This is an optimization exercise on Yosys and OpenROAD, whose aim is small area and a short achievable clock period, not a production implementation.
Only simulation tests tie the RTL to the original design; equivalence was not proved.
Power is estimated from default activity; no workload was simulated.

## flow/constraint.sdc

```tcl
create_clock -name core_clock -period 4.4 [get_ports {CLK}]
set_input_delay 0.8800 -clock core_clock [delete_from_list [all_inputs] [get_ports {CLK}]]
set_output_delay 0.8800 -clock core_clock [all_outputs]
set_load 0.01 [all_outputs]
```

## flow/flow/run.sh

```bash
#!/bin/bash
# Own layout flow: the standard flow (standard.sh) with
#  - plain buf_2 cells as port buffers instead of the default delay cell,
#  - clock-tree synthesis without dummy loads, clkbuf_8/16,
# Synthesis is the standard one, run unchanged first.
set -euo pipefail

bash standard.sh synth > synth.log 2>&1

export BUFFER_PORTS_ARGS="-buffer_cell sky130_fd_sc_hd__buf_2"
export CTS_ARGS="-sink_clustering_enable -repair_clock_nets -dont_use_dummy_load -root_buf sky130_fd_sc_hd__clkbuf_16 -buf_list {sky130_fd_sc_hd__clkbuf_8 sky130_fd_sc_hd__clkbuf_16}"

bash standard.sh finish > layout.log 2>&1
```

## flow/standard.sh

```bash
#!/bin/bash
# synth_recipe.tcl (not shown) runs the flow's synth.tcl, then flattens the netlist and writes it again
# the make line also repeats each setting of config.mk as NAME=value (left out here)
make -C /OpenROAD-flow-scripts/flow DESIGN_CONFIG=/design/flow/config.mk WORK_HOME=/design/flow/orfs CLKGATE_MAP_FILE= SYNTH_SCRIPT=/design/flow/synth_recipe.tcl "${@:-finish}"
```

## flow/config.mk

```make
export PLATFORM = sky130hd
export DESIGN_NAME = multiport_regfile
export DESIGN_NICKNAME = multiport_regfile
export VERILOG_FILES = /design/flow/design.v
export SDC_FILE = /design/flow/constraint.sdc
export NUM_CORES = 4
export LEC_CHECK = 0
export CAP_MARGIN = 20
export CORE_MARGIN = 2
export CORE_UTILIZATION = 35
export PLACE_DENSITY = 0.4
export SETUP_SLACK_MARGIN = 2.1
export SLEW_MARGIN = 20
export SYNTH_HIERARCHICAL = 1
```

## flow/design.v

```verilog
module multiport_regfile #(
  parameter int DATA_BITS = 32,
  parameter int ADDR_BITS = 5,
  parameter int REG_SIZE  = 32,
  parameter int BYPASS    = 1,
  parameter int ZERO_REG  = 1
) (
  input  logic                 CLK,
  input  logic                 rst,
  input  logic [ADDR_BITS-1:0] Read_reg1,
  input  logic [ADDR_BITS-1:0] Read_reg2,
  output logic [DATA_BITS-1:0] Read_data1,
  output logic [DATA_BITS-1:0] Read_data2,
  output logic                 Read_busy1,
  output logic                 Read_busy2,
  input  logic                 Write_enable0,
  input  logic                 Write_enable1,
  input  logic [ADDR_BITS-1:0] Write_reg0,
  input  logic [ADDR_BITS-1:0] Write_reg1,
  input  logic [DATA_BITS-1:0] Write_data0,
  input  logic [DATA_BITS-1:0] Write_data1,
  input  logic                 Issue_enable,
  input  logic [ADDR_BITS-1:0] Issue_reg
);
  localparam int NREG = 32;
  logic [NREG-1:1][DATA_BITS-1:0] regs_q;
  logic [NREG-1:1]                valid_q;
  logic [NREG-1:1]                busy_q;
  logic [NREG-1:1] w0_hit, w1_hit, is_hit;
  always_comb begin
    for (int i = 1; i < NREG; i++) begin
      w0_hit[i] = Write_enable0 && (Write_reg0 == ADDR_BITS'(i));
      w1_hit[i] = Write_enable1 && (Write_reg1 == ADDR_BITS'(i));
      is_hit[i] = Issue_enable  && (Issue_reg  == ADDR_BITS'(i));
    end
  end
  for (genvar i = 1; i < NREG; i++) begin : g_word
    logic s1, s0, h;
    assign s1 = w1_hit[i];
    assign s0 = w0_hit[i] & ~w1_hit[i];
    assign h  = ~(w0_hit[i] | w1_hit[i]);
    rf_word #(.W(DATA_BITS)) u_word (
      .CLK(CLK), .s0(s0), .s1(s1), .h(h),
      .d0(Write_data0), .d1(Write_data1), .q(regs_q[i])
    );
  end
  always_ff @(posedge CLK or posedge rst) begin
    if (rst) begin
      valid_q <= '0;
      busy_q  <= '0;
    end else begin
      valid_q <= valid_q | w0_hit | w1_hit;
      busy_q  <= (busy_q & ~(w0_hit | w1_hit)) | is_hit;
    end
  end
  logic [1:0][ADDR_BITS-1:0] raddr;
  logic [1:0][DATA_BITS-1:0] rdata_d, rdata_q;
  logic [1:0]                rbusy_d, rbusy_q;
  assign raddr[0] = Read_reg1;
  assign raddr[1] = Read_reg2;
  for (genvar p = 0; p < 2; p++) begin : g_rd
    logic                 nz, bp0, bp1, bpi;
    logic [NREG-1:1]      rsel, dsel;
    logic                 sbusy;
    assign nz  = (raddr[p] != '0);
    assign bp1 = nz && Write_enable1 && (Write_reg1 == raddr[p]);
    assign bp0 = nz && Write_enable0 && (Write_reg0 == raddr[p]);
    assign bpi = nz && Issue_enable  && (Issue_reg  == raddr[p]);
    always_comb begin
      for (int i = 1; i < NREG; i++)
        rsel[i] = (raddr[p] == ADDR_BITS'(i));
    end
    assign dsel  = rsel & valid_q;
    assign sbusy = |(rsel & busy_q);
    logic                 sw1, sw0, bp;
    logic [DATA_BITS-1:0] byp_n;
    logic [1:0][DATA_BITS-1:0] half_n;
    assign sw1 = bp1;
    assign sw0 = bp0 & ~bp1;
    assign bp  = bp0 | bp1;
    rf_aoi22 #(.W(DATA_BITS)) u_byp (
      .s0(sw1), .d0(Write_data1), .s1(sw0), .d1(Write_data0), .y(byp_n)
    );
    rf_rtree #(.W(DATA_BITS)) u_tree (
      .sel(dsel), .d(regs_q), .y(half_n)
    );
    rf_rlast #(.W(DATA_BITS)) u_last (
      .byp_n(byp_n), .bp(bp), .h0_n(half_n[0]), .h1_n(half_n[1]),
      .q(rdata_d[p])
    );
    assign rbusy_d[p] = bpi | (sbusy & ~bp0 & ~bp1);
  end
  always_ff @(posedge CLK or posedge rst) begin
    if (rst) begin
      rdata_q <= '0;
      rbusy_q <= '0;
    end else begin
      rdata_q <= rdata_d;
      rbusy_q <= rbusy_d;
    end
  end
  assign Read_data1 = rdata_q[0];
  assign Read_data2 = rdata_q[1];
  assign Read_busy1 = rbusy_q[0];
  assign Read_busy2 = rbusy_q[1];
endmodule
module rf_word #(
  parameter int W = 32
) (
  input  logic         CLK,
  input  logic         s0,
  input  logic         s1,
  input  logic         h,
  input  logic [W-1:0] d0,
  input  logic [W-1:0] d1,
  output logic [W-1:0] q
);
  always_ff @(posedge CLK)
    q <= ({W{s1}} & d1) | ({W{s0}} & d0) | ({W{h}} & q);
endmodule
module rf_rtree #(
  parameter int W = 32
) (
  input  logic [30:0]        sel,
  input  logic [30:0][W-1:0] d,
  output logic [1:0][W-1:0]  y
);
  logic [15:0][W-1:0] n1;    
  logic [3:0][W-1:0]  z2;    
  for (genvar k = 0; k < 15; k++) begin : g_pair
    rf_aoi22 #(.W(W)) u_pair (
      .s0(sel[2*k]), .d0(d[2*k]), .s1(sel[2*k+1]), .d1(d[2*k+1]), .y(n1[k])
    );
  end
  assign n1[15] = ~({W{sel[30]}} & d[30]);
  always_comb begin
    for (int j = 0; j < 4; j++)
      z2[j] = ~(n1[4*j] & n1[4*j+1] & n1[4*j+2] & n1[4*j+3]);
    y[0] = ~(z2[0] | z2[1]);
    y[1] = ~(z2[2] | z2[3]);
  end
endmodule
module rf_aoi22 #(
  parameter int W = 32
) (
  input  logic         s0,
  input  logic [W-1:0] d0,
  input  logic         s1,
  input  logic [W-1:0] d1,
  output logic [W-1:0] y
);
  assign y = ~(({W{s0}} & d0) | ({W{s1}} & d1));
endmodule
module rf_rlast #(
  parameter int W = 32
) (
  input  logic [W-1:0] byp_n,
  input  logic         bp,
  input  logic [W-1:0] h0_n,
  input  logic [W-1:0] h1_n,
  output logic [W-1:0] q
);
  assign q = ~((byp_n & {W{bp}}) | (byp_n & h0_n & h1_n));
endmodule
```

==> results of run 1 <==
flip-flops by register name (all words and copies together) (netlist names):
signal and count:
busy_q 31, g_word.u_word.q 992, valid_q 31, rdata_q 64
rbusy_q 2
placed cells by master, fill, tap and decap left out, types with 14 or more instances in the layout:
cell type	synthesis	routed
sky130_fd_sc_hd__nor2_4	0	74
sky130_fd_sc_hd__xnor2_1	16	15
sky130_fd_sc_hd__and3_2	0	14
sky130_fd_sc_hd__buf_2	201	129
sky130_fd_sc_hd__xor2_1	14	14
sky130_fd_sc_hd__nor2_2	0	18
sky130_fd_sc_hd__a22o_1	22	22
sky130_fd_sc_hd__inv_1	1000	995
sky130_fd_sc_hd__a22oi_2	0	79
sky130_fd_sc_hd__buf_4	62	315
sky130_fd_sc_hd__a22oi_1	1027	948
sky130_fd_sc_hd__nand3_1	77	73
sky130_fd_sc_hd__a211oi_2	60	31
sky130_fd_sc_hd__dfrtp_1	128	93
sky130_fd_sc_hd__nand2b_1	41	40
sky130_fd_sc_hd__buf_6	233	42
sky130_fd_sc_hd__nand4_1	204	204
sky130_fd_sc_hd__dfxtp_1	992	992
sky130_fd_sc_hd__a21o_1	60	60
sky130_fd_sc_hd__buf_12	0	135
sky130_fd_sc_hd__and3_4	0	84
sky130_fd_sc_hd__nor2_1	152	60
sky130_fd_sc_hd__clkbuf_16	0	142
sky130_fd_sc_hd__nand2_1	119	115
sky130_fd_sc_hd__dfrtp_2	0	35
sky130_fd_sc_hd__a211oi_4	0	32
sky130_fd_sc_hd__a222oi_1	992	992
sky130_fd_sc_hd__diode_2	0	19
sky130_fd_sc_hd__a21oi_4	0	31
layer usage:
metal,wire length [um],GRT usage
met1,133000,0.543
met2,151000,0.636
met3,47700,0.131
met4,30800,0.289
met5,106,0.00242
area by class of cell:
type	count	area (sq um)
antenna	19	47.5
clock buffer	137	3430
fill	15300	90000
inverter	1000	3780
multi-input combinational	3051	26400
sequential	1120	23100
tap	2058	2570
timing repair buffer	640	6530
report_power, final:
group / internal [mW] / total [mW] / switching [mW]
registers: 12.8 / 15.5 / 2.71
clock network: 5.44 / 9.91 / 4.47
logic: 2.35 / 5.59 / 3.23
worst min path at each step:
stage                     from  cells after the start     endpoint  slack, ps
floorplan           valid_q[1]                      1   valid_q[1]        440
global placement    valid_q[4]                      1   valid_q[4]        460
detailed placement  valid_q[4]                      1   valid_q[4]        460
CTS                        rst                      3  rdata_q[60]        350
global route               rst                      3   busy_q[31]        380
finish                     rst                      3   busy_q[31]        320
worst max-delay path, cell delays in order:
cell and delay, ps:
sky130_fd_sc_hd__buf_12 100, sky130_fd_sc_hd__buf_8 120, sky130_fd_sc_hd__clkinvlp_4 80, sky130_fd_sc_hd__nor3_4 40, sky130_fd_sc_hd__buf_12 140, sky130_fd_sc_hd__buf_8 120, sky130_fd_sc_hd__and3_4 230, sky130_fd_sc_hd__buf_12 170
sky130_fd_sc_hd__a22oi_1 220, sky130_fd_sc_hd__nand4_1 260, sky130_fd_sc_hd__a211oi_4 500, sky130_fd_sc_hd__a21o_1 170, sky130_fd_sc_hd__nand2_1 50
logic make-up after synthesis:
kind of cell,synth area share
xor gates and xnor gates,0.00480
muxes,0.00265
DFF,0.421
AOI/OAI and AO/OA,0.357
buffers and inverters,0.145
and+or+nand+nor,0.0688
per-stage QoR:
step                      area (sq um)  utilization
after global routing             65800        0.422
after global placement           57600        0.370
after floorplan                  56100            -
final                            65900        0.423
after detailed placement         57600        0.370
after CTS                        64100        0.412
what timing repair did:
item                                    in CTS  in global routing
pin swaps                                   57                 88
setup buffers                              158                 95
gates resized for setup                    227                122
hold buffers                                 0                  0
endpoints found under the setup margin     661                298
gates cloned                                38                 15
==> out/qor.log, run 1 <==
qor: run_status.run_status complete, no violations
qor: sta.hold_ws 319 ps
qor: routing.tritonroute_pass_1_iters 14
qor: sta.fin_worst_skew 57.2 ps
qor: synthesis.yosys_warning_count 9
qor: clock_tree.clock_tree_from_tritoncts done
qor: sta.fmax 404 MHz
qor: layout.final_cells 8025
qor: clock_tree.clockBufferDepth 3
qor: pwr.ir_worst_vdd 0.407 mV
qor: synthesis.synthDistinctLibCells 53
qor: setup_path.r2r_slack 1980 ps
qor: setup_path.worst_setup_path_startpoint Read_reg2[1]
qor: placement.gp_congestion 0.904
qor: clock_tree.clock_tree.htree_level_count 4
qor: setup_path.ff2ff_path_depth 6
qor: setup_path.worst_setup_path_start_kind input port
qor: setup_path.critical_path.max_fanout 6
qor: routing.number_of_vias_in_the_routed_layout 59500
qor: sta.totalNegativeSetupSlack 0 ps
qor: floorplanning.chip_height 400 um
qor: grt.gr-total-overflow 0
qor: synthesis.yosys.cell_count.top_type sky130_fd_sc_hd__a22oi_1
qor: grt.global_route_usage_over_all_layers 0.432
qor: synthesis.yosys_most_used_dff sky130_fd_sc_hd__dfxtp_1
qor: grt.initial_antenna_violation_count 35
qor: floorplanning.floorplan.rows 145
qor: sta.final_worst_path_period_need 2470 ps
qor: sta.postLayoutSetupSlackWorst 1930 ps
qor: synthesis.synth.net_count 5746
qor: sta.timing_max_transition_violations_final 0
qor: setup_path.cp.required 5040 ps
qor: floorplanning.placeableCoreArea 156000 sq um
qor: placement.preCtsSetupSlack 637 ps
qor: layout.final_net_count 6044
qor: synthesis.synth_commonest_cells 1027 x sky130_fd_sc_hd__a22oi_1, 1000 x sky130_fd_sc_hd__inv_1, 992 x sky130_fd_sc_hd__a222oi_1, 992 x sky130_fd_sc_hd__dfxtp_1, 233 x sky130_fd_sc_hd__buf_6
qor: routing.drc 0
qor: setup_path.crit_end rdata_q[51]
qor: layout.flow.area_growth_from_synthesis 20.3%
qor: run.max-cap-violations 0
qor: hold_path.hp-class input port to asynchronous set/reset pin
qor: synthesis.synthDominantAreaCellType sky130_fd_sc_hd__dfxtp_1
qor: clock_tree.cts.clk_slew.worst_paths 50 ps
qor: grt.wire_length_of_the_first_global_routing_pass 478 mm
qor: synthesis.post_synth_inst_count 5652
qor: floorplanning.total_die_area 160000 sq um
qor: synthesis.count_of_flip_flops_with_a_built_in_enable_after_synthesis 0
qor: sta.rsz0062_at_grt yes
qor: grt.grt_max_degree 99
qor: sta.final_hold_viol_count 0
qor: pwr.p_per_area 471 nW/um^2
qor: floorplanning.die_width 400 um
qor: setup_path.critical_path.reg2reg.startpoint valid_q[15]
qor: sta.setup_viol 0
qor: clock_tree.numCtsBuffers 137
qor: synthesis.synth_async_reset_ratio 0.114
qor: setup_path.reg2reg_to rdata_q[63]
qor: floorplanning.initial_core_utilization 0.351
qor: synthesis.yosysSeqAreaShare 0.421
qor: routing.route.detailed.wl_per_inst 45.2 um
qor: placement.post-dp-hpwl 195 mm
qor: synthesis.synth_top_cells_by_area sky130_fd_sc_hd__dfxtp_1 36%, sky130_fd_sc_hd__a222oi_1 18%, sky130_fd_sc_hd__a22oi_1 14%
qor: grt.first_global_vias 54500
qor: floorplanning.io_pins 160
qor: routing.postRouteAntennaNets 0
qor: synthesis.synth_top_area_share 0.363
qor: synthesis.avgSynthCellArea 9.69 sq um
qor: routing.routed_wirelength 363 mm
qor: clock_tree.clock_sinks 1120
qor: pwr.power 31.0 mW
qor: placement.port-buffer-count 159
qor: layout.final_layout_size_suffix_gt1_frac 0.210
qor: sta.timing.final.crit_share 0.562
qor: routing.detail_route.iter0.violations 14900
qor: pwr.p_leak 30.4 nW
qor: setup_path.critPathArrivalTime 3120 ps
qor: placement.numPlacedInstances 7563
qor: setup_path.crit_path_category input port to register
qor: setup_path.category_of_the_worst_setup_path_capture_point register
qor: clock_tree.cts.root.buffer_cell sky130_fd_sc_hd__clkbuf_16
qor: clock_tree.worstSkewPairLatency 790 ps
qor: sta.worstMarginPinSlew 1150 ps
qor: sta.slew_headroom 0.235
qor: synthesis.ys_seq_elements 1120
qor: routing.drt_via_density 7.42
qor: synthesis.synth.cell_area 54800 sq um
==> run 2: changes to the inputs <==
--- a/flow/config.mk
+++ b/flow/config.mk
@@ -8,7 +8,8 @@
 export CAP_MARGIN = 20
 export CORE_MARGIN = 2
-export CORE_UTILIZATION = 35
-export PLACE_DENSITY = 0.4
+export CORE_UTILIZATION = 30
+export PLACE_DENSITY = 0.36
 export SETUP_SLACK_MARGIN = 2.1
 export SLEW_MARGIN = 20
 export SYNTH_HIERARCHICAL = 1
+export TNS_END_PERCENT = 10
==> run 2 against run 1 <==
  * Critical path depth shrank 6
  * Synthesized cell count is the same
  * Routed wire length shrank 0.82%
  * Combinational power shrank 3.6%
  * Non-clock buffer count shrank 19
  * First-iteration DRC count shrank 3.4%
  * Register-to-register slack lost 60 ps
  * Hold slack lost 65 ps
  * Clock skew grew 0.50 ps
  * Clock power grew 4%
  * Global-route usage shrank 6.6 points
  * Setup slack lost 150 ps
  * Highest routed layer unchanged
==> out/qor.log, run 2 <==
qor: run_status.run_status complete, no violations
qor: sta.timing.final.crit_share 0.596
qor: synthesis.synth_commonest_cells 1027 x sky130_fd_sc_hd__a22oi_1, 1000 x sky130_fd_sc_hd__inv_1, 992 x sky130_fd_sc_hd__a222oi_1, 992 x sky130_fd_sc_hd__dfxtp_1, 233 x sky130_fd_sc_hd__buf_6
qor: sta.fin_worst_skew 57.7 ps
qor: synthesis.yosysSeqAreaShare 0.421
qor: floorplanning.placeableCoreArea 181000 sq um
qor: routing.number_of_vias_in_the_routed_layout 58000
qor: floorplanning.total_die_area 186000 sq um
qor: setup_path.ff2ff_path_depth 6
qor: clock_tree.cts.root.buffer_cell sky130_fd_sc_hd__clkbuf_16
qor: setup_path.cp_slowest_cell sky130_fd_sc_hd__nor2_2
qor: grt.gr-total-overflow 0
qor: pwr.seq_power_share 0.493
qor: sta.final_hold_viol_count 0
qor: routing.postRouteAntennaNets 0
qor: pwr.p_per_area 476 nW/um^2
qor: synthesis.synth_top_area_share 0.363
qor: synthesis.synth.cell_area 54800 sq um
qor: layout.finish.utilization 0.359
qor: placement.post-dp-hpwl 211 mm
qor: clock_tree.cts_hold_bufs 0
qor: synthesis.yosys_warning_count 9
qor: sta.timing_max_transition_violations_final 0
qor: setup_path.slowest_delay 980 ps
qor: synthesis.synth.net_count 5746
qor: layout.final_layout_size_suffix_gt1_frac 0.196
qor: clock_tree.worstSkewPairLatency 830 ps
qor: placement.gp_congestion 0.897
qor: grt.grt_max_degree 47
qor: synthesis.yosys.cell_count.top_type sky130_fd_sc_hd__a22oi_1
qor: routing.routed_wirelength 360 mm
qor: grt.wire_length_of_the_first_global_routing_pass 476 mm
qor: routing.detail_route.iter0.violations 14400
qor: layout.flow.area_growth_from_synthesis 18.9%
qor: floorplanning.floorplan.rows 156
qor: floorplanning.die_width 431 um
qor: run.max-cap-violations 0
qor: pwr.netSwitchingFraction 0.333
qor: clock_tree.clock_sinks 1120
qor: routing.route.detailed.wl_per_inst 43.3 um
qor: synthesis.synthDominantAreaCellType sky130_fd_sc_hd__dfxtp_1
qor: pwr.p_leak 30.1 nW
qor: clock_tree.numCtsBuffers 143
qor: clock_tree.clock_tree_from_tritoncts done
qor: floorplanning.io_pins 160
qor: sta.worstMarginPinSlew 1250 ps
qor: setup_path.critPathArrivalTime 3360 ps
qor: setup_path.crit_path_cell_trace buf_2, nand2b_1, nor2_1, nand2_1, nor2_2, a222oi_1, inv_1
qor: pwr.ir_worst_vdd 0.330 mV
qor: routing.drt_via_density 6.99
qor: grt.global_route_usage_over_all_layers 0.367
qor: synthesis.ys_seq_elements 1120
qor: setup_path.category_of_the_worst_setup_path_capture_point register
qor: clock_tree.cts.clk_slew.worst_paths 60 ps
qor: grt.first_global_vias 53500
qor: pwr.power_share_of_the_combinational_group 0.174
qor: floorplanning.chip_height 431 um
qor: synthesis.synthDistinctLibCells 53
qor: routing.tritonroute_pass_1_iters 11
qor: layout.final_net_count 6018
qor: sta.fmax 382 MHz
qor: clock_tree.clockBufferDepth 3
qor: layout.num-fill-cells 18300
qor: sta.rsz0062_at_grt yes
qor: layout.layout.cells.most_common sky130_fd_sc_hd__inv_1
qor: synthesis.avgSynthCellArea 9.69 sq um
qor: layout.layout_common_cells 996 x sky130_fd_sc_hd__inv_1, 992 x sky130_fd_sc_hd__a222oi_1, 992 x sky130_fd_sc_hd__dfxtp_1
qor: setup_path.worst_setup_path_start_kind input port
qor: routing.drc 0
qor: hold_path.hp-class input port to asynchronous set/reset pin
qor: sta.totalNegativeSetupSlack 0 ps
qor: synthesis.synth_async_reset_ratio 0.114
qor: placement.port-buffer-count 159
qor: sta.setup_viol 0
qor: clock_tree.clock_tree.htree_level_count 4
qor: layout.largest_register_ffs 992
qor: pwr.p_int 20.7 mW
qor: synthesis.count_of_flip_flops_with_a_built_in_enable_after_synthesis 0
qor: synthesis.synth_top_cells_by_area sky130_fd_sc_hd__dfxtp_1 36%, sky130_fd_sc_hd__a222oi_1 18%, sky130_fd_sc_hd__a22oi_1 14%
qor: floorplanning.initial_core_utilization 0.302
qor: setup_path.crit_path_category input port to register
qor: synthesis.yosys_most_used_dff sky130_fd_sc_hd__dfxtp_1
qor: setup_path.critical_path.max_fanout 11
qor: synthesis.post_synth_inst_count 5652
qor: setup_path.cp.required 5140 ps
qor: grt.initial_antenna_violation_count 24
qor: sta.final_worst_path_period_need 2620 ps
qor: setup_path.r2r_slack 1920 ps
qor: layout.top_regs g_word.u_word.q: 992 flops, rdata_q: 64 flops
qor: pwr.net-switching-power 10.3 mW
qor: setup_path.reg2reg_to rdata_q[7]
qor: setup_path.critical_path.reg2reg.startpoint valid_q[30]
qor: layout.reg_with_most_ffs g_word.u_word.q
qor: pwr.clock_power_share 0.333
qor: sta.slew_headroom 0.168
-- run 2: power by group through the flow --
stage / registers [mW] / clock network (mW) / logic, mW
6_report: 15.3 / 10.3 / 5.39
5_1_grt: 15.5 / 10.8 / 5.84
4_1_cts: 15.1 / 10.4 / 5.29
3_5_place_dp: 15.2 / 0 / 5.08
3_3_place_gp: 15.2 / 0 / 4.96
2_1_floorplan: 14.5 / 0 / 3.11
-- run 2: area by class of cell --
type	instances	area (sq um)	area share
flip-flops and latches	1120	23100	0.354
multi-input cells	3038	25900	0.398
inverters	1000	3760	0.0578
diodes	5	12.5	0.000192
repair buffers	621	5810	0.0892
well taps	2370	2970	0.0455
clock buffers	143	3580	0.0550
-- run 2: how the worst max path moves through the flow --
| stage | start | endpoint | cells after the start |
|---|---|---|---|
| floorplan | rst | busy_q[10] | 1 |
| global placement | Read_reg1[2] | rdata_q[15] | 10 |
| detailed placement | Read_reg1[2] | rdata_q[15] | 10 |
| CTS | Write_reg0[3] | g_word[8].u_word.q[11] | 8 |
| global route | Read_reg2[0] | rdata_q[44] | 11 |
| finish | Write_reg0[1] | g_word[1].u_word.q[24] | 7 |
-- run 2: through the flow --
step	instance area (sq um)	total power [mW]	setup slack, ps	hold slack, ps	std cells
floorplan	55400	17.6	1940	440	5652
global placement	58100	20.2	181	463	7919
detailed placement	58300	20.2	193	463	7927
CTS	64200	30.8	1680	248	8211
global route	65100	32.1	1920	283	8294
finish	65100	31.0	1780	254	8297
-- run 2: cell families (layout without fill, tap and decap cells) --
family | Yosys count | count (layout) | share of synthesized area
buffers and inverters | 1527 | 1764 | 0.145
and+or+nand+nor | 721 | 752 | 0.0688
AOI/OAI and AO/OA | 2241 | 2243 | 0.357
muxes | 13 | 13 | 0.00265
DFF | 1120 | 1120 | 0.421
other | 0 | 5 | 0
xor gates and xnor gates | 30 | 30 | 0.00480
-- run 2: timing repair --
action                                  4_1_cts  5_1_grt
buffers inserted                            114       73
gates cloned                                 27        7
endpoints found under the setup margin      912      913
resized for setup                           226       29
pin swaps                                    80       34
-- run 2: worst max-delay path, delay by kind of cell --
family | cells | cell delay [ps]
AND/OR/NAND/NOR | 4 | 1930
buffers and inverters | 2 | 320
AO/OA/AOI/OAI | 1 | 210
-- run 2: per-layer routing --
layer	global-route usage	wire (um)	up-vias
met1	0.505	147000	29500
met2	0.541	152000	4513
met5	0	55	-
met4	0.184	19800	10
li1	-	-	23200
met3	0.0741	41300	758

port drivers added, routing unchanged:
How much do the figures lean on ideal ports? The routed layouts below were timed once more, with nothing changed but the port constraints.
Step 1: set_driving_cell puts a clkbuf_16 on CLK and a buf_2 on each other input, an assumption about the parent block.
Step 2, shift: input delay + t, output delay - t, t = (earliest + latest rising clock arrival at the registers) / 2. This alone moves slack from input paths to output paths.
Three values: ideal, step 1, step 2; two values: the first two.
run	shift t [ns]	setup WS [ns]	clock arrival spread, ns	slew at the worst register clock pin (ns)	worst slew at a driven data input, ns
run 1	0.850	1.928 / 1.939 / 1.120	0.067 / 0.068	0.06 / 0.06	0.25
run 2	0.892	1.779 / 1.762 / 0.870	0.062 / 0.062	0.06 / 0.06	0.20
After both steps every run listed still meets setup and hold. For run 2, which loses most, drivers alone change the setup slack by -0.017 ns; drivers and shift together by -0.909 ns.
